This design comes from an exercise in tuning for small area, a short achievable clock period and few clock cycles on the open sky130 flow, not from production work.
Only simulation tests tie the RTL to the original design; equivalence was not proved.

==> design/flow/design.v <==
module processing_element (
  input  logic [31:0] a,
  input  logic [31:0] b,
  output logic [23:0] dot
);
  assign dot = 24'(a[7:0]   * b[7:0])   + 24'(a[15:8]  * b[15:8]) +
               24'(a[23:16] * b[23:16]) + 24'(a[31:24] * b[31:24]);
endmodule
module accel_top #(
  parameter int ARRAY_N = 4
) (
  input  logic        clk,
  input  logic        arst_n,
  input  logic        psel,
  input  logic        penable,
  input  logic        pwrite,
  input  logic [11:0] paddr,
  input  logic [31:0] pwdata,
  output logic [31:0] prdata,
  output logic        pready,
  output logic        pslverr,
  output logic        interrupt,
  output logic        busy
);
  localparam int CELLS = ARRAY_N * ARRAY_N;
  logic       setup;
  logic       in_buf;
  logic       hit_ctrl, hit_status, hit_a, hit_b, hit_c;
  logic       ro_bits;
  logic       dec_err;
  assign setup      = psel && !penable;
  assign in_buf     = (paddr[1:0] == 2'b00) && (paddr[7:6] == 2'b00);
  assign hit_ctrl   = (paddr == 12'h000);
  assign hit_status = (paddr == 12'h004);
  assign hit_a      = in_buf && (paddr[11:8] == 4'h1);
  assign hit_b      = in_buf && (paddr[11:8] == 4'h2);
  assign hit_c      = in_buf && (paddr[11:8] == 4'h3);
  assign ro_bits    = |{pwdata[31:2], pwdata[0]};
  always_comb begin
    if (pwrite) begin
      dec_err = !(hit_ctrl || hit_status || hit_a || hit_b) || (hit_status && ro_bits) ||
                ((hit_a || hit_b) && busy);
    end else begin
      dec_err = !(hit_ctrl || hit_status || hit_a || hit_b || hit_c);
    end
  end
  logic       wr_a_q, wr_b_q, wr_ctrl_q, start_q, clr_q;
  logic       rd_ctrl_q, rd_status_q, rd_c_q, err_q;
  logic [3:0] idx_q;
  logic       cvalid;
  logic       irq_en;
  logic       done;
  logic [23:0] res_q;
  logic [23:0] dot;
  always_ff @(posedge clk or negedge arst_n) begin
    if (!arst_n) begin
      wr_a_q      <= 1'b0;
      wr_b_q      <= 1'b0;
      wr_ctrl_q   <= 1'b0;
      start_q     <= 1'b0;
      clr_q       <= 1'b0;
      rd_ctrl_q   <= 1'b0;
      rd_status_q <= 1'b0;
      rd_c_q      <= 1'b0;
      err_q       <= 1'b0;
    end else begin
      wr_a_q      <= setup && pwrite && hit_a && !busy;
      wr_b_q      <= setup && pwrite && hit_b && !busy;
      wr_ctrl_q   <= setup && pwrite && hit_ctrl;
      start_q     <= setup && pwrite && hit_ctrl && pwdata[0];
      clr_q       <= setup && pwrite && hit_status && !ro_bits && pwdata[1];
      rd_ctrl_q   <= setup && !pwrite && hit_ctrl;
      rd_status_q <= setup && !pwrite && hit_status;
      rd_c_q      <= setup && !pwrite && hit_c;
      err_q       <= setup && dec_err;
    end
  end
  always_ff @(posedge clk) begin
    if (setup) begin
      idx_q <= paddr[5:2];
    end
  end
  logic start;
  assign start = start_q && !busy;
  always_ff @(posedge clk or negedge arst_n) begin
    if (!arst_n) begin
      busy   <= 1'b0;
      done   <= 1'b0;
      irq_en <= 1'b0;
      cvalid <= 1'b0;
    end else begin
      busy <= start;
      if (start) begin
        cvalid <= 1'b1;
      end
      if (wr_ctrl_q) begin
        irq_en <= pwdata[1];
      end
      if (busy) begin
        done <= 1'b1;
      end else if (clr_q) begin
        done <= 1'b0;
      end
    end
  end
  assign interrupt = done && irq_en;
  logic [7:0] a_buf [CELLS];
  logic [7:0] b_buf [CELLS];
  logic [7:0] a_run [CELLS];
  logic [7:0] b_run [CELLS];
  always_ff @(posedge clk or negedge arst_n) begin
    if (!arst_n) begin
      for (int n = 0; n < CELLS; n++) begin
        a_buf[n] <= '0;
        b_buf[n] <= '0;
      end
    end else begin
      for (int n = 0; n < CELLS; n++) begin
        if (wr_a_q && idx_q == 4'(n)) a_buf[n] <= pwdata[7:0];
        if (wr_b_q && idx_q == 4'(n)) b_buf[n] <= pwdata[7:0];
      end
    end
  end
  always_ff @(posedge clk) begin
    if (start) begin
      for (int n = 0; n < CELLS; n++) begin
        a_run[n] <= a_buf[n];
        b_run[n] <= b_buf[n];
      end
    end
  end
  logic [1:0]  ri, cj;
  logic [31:0] arow, bcol;
  assign ri = idx_q[3:2];
  assign cj = idx_q[1:0];
  for (genvar k = 0; k < ARRAY_N; k++) begin : g_sel
    assign arow[k*8 +: 8] = a_run[ri * ARRAY_N + k];
    assign bcol[k*8 +: 8] = b_run[k * ARRAY_N + cj];
  end
  processing_element u_dot (
    .a   (arow),
    .b   (bcol),
    .dot (dot)
  );
  always_ff @(posedge clk or negedge arst_n) begin
    if (!arst_n) begin
      res_q <= '0;
    end else begin
      res_q <= (rd_c_q && cvalid) ? dot : '0;
    end
  end
  assign pready  = !rd_c_q;
  assign pslverr = err_q;
  assign prdata  = {8'd0, res_q[23:2],
                    res_q[1] | (rd_status_q & done) | (rd_ctrl_q & irq_en),
                    res_q[0] | (rd_status_q & busy)};
endmodule
==> design/flow/run.sh <==
#!/bin/bash
# synth_recipe.tcl (not shown) runs the flow's synth.tcl, then flattens the netlist and writes it again
# the make line also repeats each setting of config.mk as NAME=value (left out here)
make -C /OpenROAD-flow-scripts/flow DESIGN_CONFIG=/design/flow/config.mk WORK_HOME=/design/flow/orfs CLKGATE_MAP_FILE= SYNTH_SCRIPT=/design/flow/synth_recipe.tcl finish
==> design/flow/config.mk <==
export PLATFORM = sky130hd
export DESIGN_NAME = accel_top
export DESIGN_NICKNAME = accel_top
export VERILOG_FILES = /design/flow/design.v
export SDC_FILE = /design/flow/constraint.sdc
export NUM_CORES = 4
export LEC_CHECK = 0
export CAP_MARGIN = 20
export CORE_MARGIN = 2
export CORE_UTILIZATION = 40
export PLACE_DENSITY = 0.6
export SLEW_MARGIN = 20
==> design/flow/constraint.sdc <==
create_clock -name core_clock -period 10.0 [get_ports {clk}]
set_input_delay 2.0000 -clock core_clock [delete_from_list [all_inputs] [get_ports {clk}]]
set_output_delay 2.0000 -clock core_clock [all_outputs]
set_load 0.01 [all_outputs]
==> flow_summary.yaml <==
outcome:
  status: "complete, no violations"
die:
  rows: 100
  dieArea_um2: 77600
  fp.dieW_um: 279
  start_util_pct: 40.4
  io_pins: 85
  die_h_um: 279
  core_um2: 74600
logic_synthesis:
  synth.avg_cell_area_um2: 13.8
  synth_area_leaders: "edfxtp_1 26%, dfrtp_1 24%, fa_1 12%, mux2_2 9.6%, ha_1 6.7%"
  yosys.cell_types.count: 61
  seq_area_frac_synth_pct: 49.7
  synth_seq_cells: 547
  synth_top_area_share_pct: 25.9
  yosys_warnings: 5
  syn_area_um2: 30100
  synth_top_cell_by_area: "edfxtp_1"
  synthCells: 2181
  synthArstFlopShare_pct: 52.5
  synth_top_flop_cell: "dfrtp_1"
  synth_edf_count: 260
worst_setup_path:
  crit_required_ns: 10.50
  critical-path-top-delay-family: "adder cells"
  criticalPathCategory: "flop to flop"
  startpoint_type: "flop"
  cp_num_cells: 28
  r2r_start: "idx_q[0]"
  crit_path_end_kind: "flop"
  rrSetupSlack_ns: 1.48
  slowest_stage: "edfxtp_1"
  arrival_ns: 9.01
  path_buf_inv: 7
  cp_max_fo: 24
  slowest_delay_ns: 1.02
  r2r_end: "res_q[16]"
  rr_worst_depth: 28
clock_network:
  clk_latency_ns: 0.64
  postCtsSetupRepairBufs: 0
  path_clk_slew_ns: 0.06
  h-tree-depth: 2
  clock_sinks: 547
  tritoncts: "yes"
  ctsHoldBuffers: 0
  cts_buffers: 56
  clock_path_buffers: 3
  cts_resized: 0
  root_buffer: "clkbuf_16"
sta:
  worst_slack_ns: 1.48
  finalCritPeriodShare_pct: 85.2
  skew_ns: 0.0341
  worstMarginPinSlew_ns: 1.14
  rsz0062_at_grt: "no"
  max_freq_ghz: 0.117
  setup_viol: 0
  slew_headroom_pct: 24.3
  fin_setup_tns_ns: 0
  slew_viol_final: 0
  finalHoldViolCount: 0
  fin_crit_ns: 8.52
min_path:
  hold_start: "b_buf[9][1]"
  min_to: "b_run[9][1]"
  hold_depth: 0
  hold_class: "flop to flop"
route:
  route.detailed.drc: 0
  wl_per_cell_um: 20.0
  routed_via_density: 5.04
  drtIter0Drc: 990
  num_vias: 16537
  drt_first_pass_iters: 7
  ant_nets: 0
  wirelength_mm: 65.5
global_routing:
  grt_use_total_pct: 17.4
  grt_pass1_vias: 17816
  grt_first_pass_wirelength_mm: 105
  antenna_found_initial: 4
  overflow: 0
  grt_max_degree: 181
finish:
  utilization_pct: 45.2
  finalNetCount: 2651
  drive_gt1_share_pct: 20.4
  fin_area_um2: 33700
  area_growth_pct: 11.7
placement:
  io_buffers: 70
  globalplace.congestion: 0.882
  place.detailed.hpwl_mm: 46.9
  dpl-instance-area_um2: 31800
  dp_worst_setup_slack_ns: 1.44
run:
  cap_violations: 0
-- synth_stat cells, types with 2 or more instances --
master	n
o211ai_1	5
nand2_1	92
mux2_2	258
and2b_1	2
inv_1	267
xor2_1	18
a31oi_1	5
mux2i_1	2
edfxtp_1	260
nor3_1	12
nor2_4	2
o21bai_1	10
fa_1	176
or3_1	4
o21ai_1	2
xnor2_1	36
nor2b_1	7
o31ai_1	3
nand4_1	8
o22ai_1	2
nor2_2	17
o21a_1	6
o21ai_0	26
nor2_1	47
ha_1	161
buf_6	2
nor4_1	8
a21o_1	22
a21oi_1	35
a211oi_1	12
and3_1	6
buf_2	15
nand2b_1	8
mux4_2	64
and2_1	190
nor3b_2	2
or2_2	3
clkbuf_1	27
nand3_2	6
nand3_1	9
nand2_2	6
buf_4	32
a21oi_2	2
dfrtp_1	287
-- layer usage --
layer | vias up | share of wire (%) | global-route usage [%]
li1 | 7619 | - | -
met1 | 8598 | 47 | 24.6
met2 | 253 | 48 | 29.0
met3 | 67 | 2.8 | 1.96
met4 | 0 | 1.7 | 4.11
met5 | - | 0 | 0
-- flip-flops by register name, summed over array words and instances, names as in the netlist, 4 cells and up --
| signal | count |
|---|---|
| a_buf | 128 |
| a_run | 128 |
| b_buf | 128 |
| b_run | 128 |
| idx_q | 4 |
| res_q | 18 |
-- worst reg2reg max path: cells and delay by family (launching register included) --
kind,cells,cell delay [ns]
adder cells (fa/ha/maj),8,3.50
AO/OA/AOI/OAI,8,1.49
flip-flops,1,1.02
buffers and inverters,7,0.83
multiplexers,2,0.82
AND/OR/NAND/NOR,2,0.59
XOR/XNOR,1,0.13
-- how the worst max path moves through the flow --
stage,from,end
2_1_floorplan,busy,busy
6_report,idx_q[0],res_q[16]
3_5_place_dp,idx_q[0],res_q[16]
5_1_grt,idx_q[0],res_q[16]
4_1_cts,idx_q[0],res_q[16]
3_3_place_gp,idx_q[0],res_q[16]
-- metrics by stage --
step | instances | hold WS [ns]
final | 3283 | 0.433
after global routing | 3282 | 0.440
after CTS | 3282 | 0.435
after detailed placement | 3176 | 0.427
after global placement | 3176 | 0.423
after floorplan | 2194 | 0.419
-- placed cells by master (no fill, tap or decap), types with 7 or more instances in the layout --
cell type / Yosys / routed
a211oi_1: 12 / 12
a21o_1: 22 / 22
a21oi_1: 35 / 35
and2_1: 190 / 190
buf_4: 32 / 17
clkbuf_1: 27 / 20
clkbuf_16: 0 / 56
clkbuf_8: 0 / 9
clkdlybuf4s50_1: 0 / 69
clkinv_2: 0 / 7
conb_1: 1 / 14
dfrtp_1: 287 / 287
edfxtp_1: 260 / 260
fa_1: 176 / 176
ha_1: 161 / 161
inv_1: 267 / 267
mux2_2: 258 / 258
mux4_2: 64 / 64
nand2_1: 92 / 92
nand2b_1: 8 / 8
nand3_1: 9 / 9
nand4_1: 8 / 8
nor2_1: 47 / 47
nor2_2: 17 / 17
nor3_1: 12 / 12
nor4_1: 8 / 8
o21ai_0: 26 / 26
o21bai_1: 10 / 10
xnor2_1: 36 / 36
xor2_1: 18 / 18
-- cells by family after synthesis --
group,count (synthesis),share of synthesized area [%]
other,1,0.0124
flip-flops,547,49.7
AND/OR/NAND/NOR,434,7.97
adder cells (fa/ha/maj),337,18.4
multiplexers,324,14.5
XOR/XNOR,54,1.57
buffers and inverters,343,4.78
AO/OA/AOI/OAI,141,3.07
-- cell type report --
cell class                      count  area, um^2
Clock inverter                     21         220
Timing Repair Buffer               89         873
Clock buffer                       85        1600
Inverter                          267        1000
Fill cell                        6624       40900
Sequential cell                   547       15000
Multi-Input combinational cell   1304       13800
Antenna cell                        1        2.50
Tap cell                          969        1210
Testbench counts, summed over its fixed seeds: cycles 7,552.

## afterwards: timing with drivers on the ports
The results above use ideal ports. As a check the final layout listed here was re-extracted and re-timed, cells and wires unchanged.
Step 1 (the two cells are an assumption about what drives the block):
set clk [get_ports {clk}]
set_driving_cell -lib_cell sky130_fd_sc_hd__clkbuf_16 $clk
set_driving_cell -lib_cell sky130_fd_sc_hd__buf_2 [delete_from_list [all_inputs] $clk]
Step 2 times the ports against the registers' clock, not the clock port: input delays grow and output delays shrink by t, the midpoint of the rising clock arrivals with the driver on.
Slacks: no drivers / after step 1 / after step 2; pairs: no drivers / after step 1.
t, ns: 0.680
setup slack, ns: 1.481 / 1.481 / 1.481
clock arrival spread, ns: 0.036 / 0.036
pins driven straight from the clock port: 1
After both steps this run still meets setup and hold. The setup slack of this run moves by 0.000 ns with the drivers and by 0.000 ns with both steps.
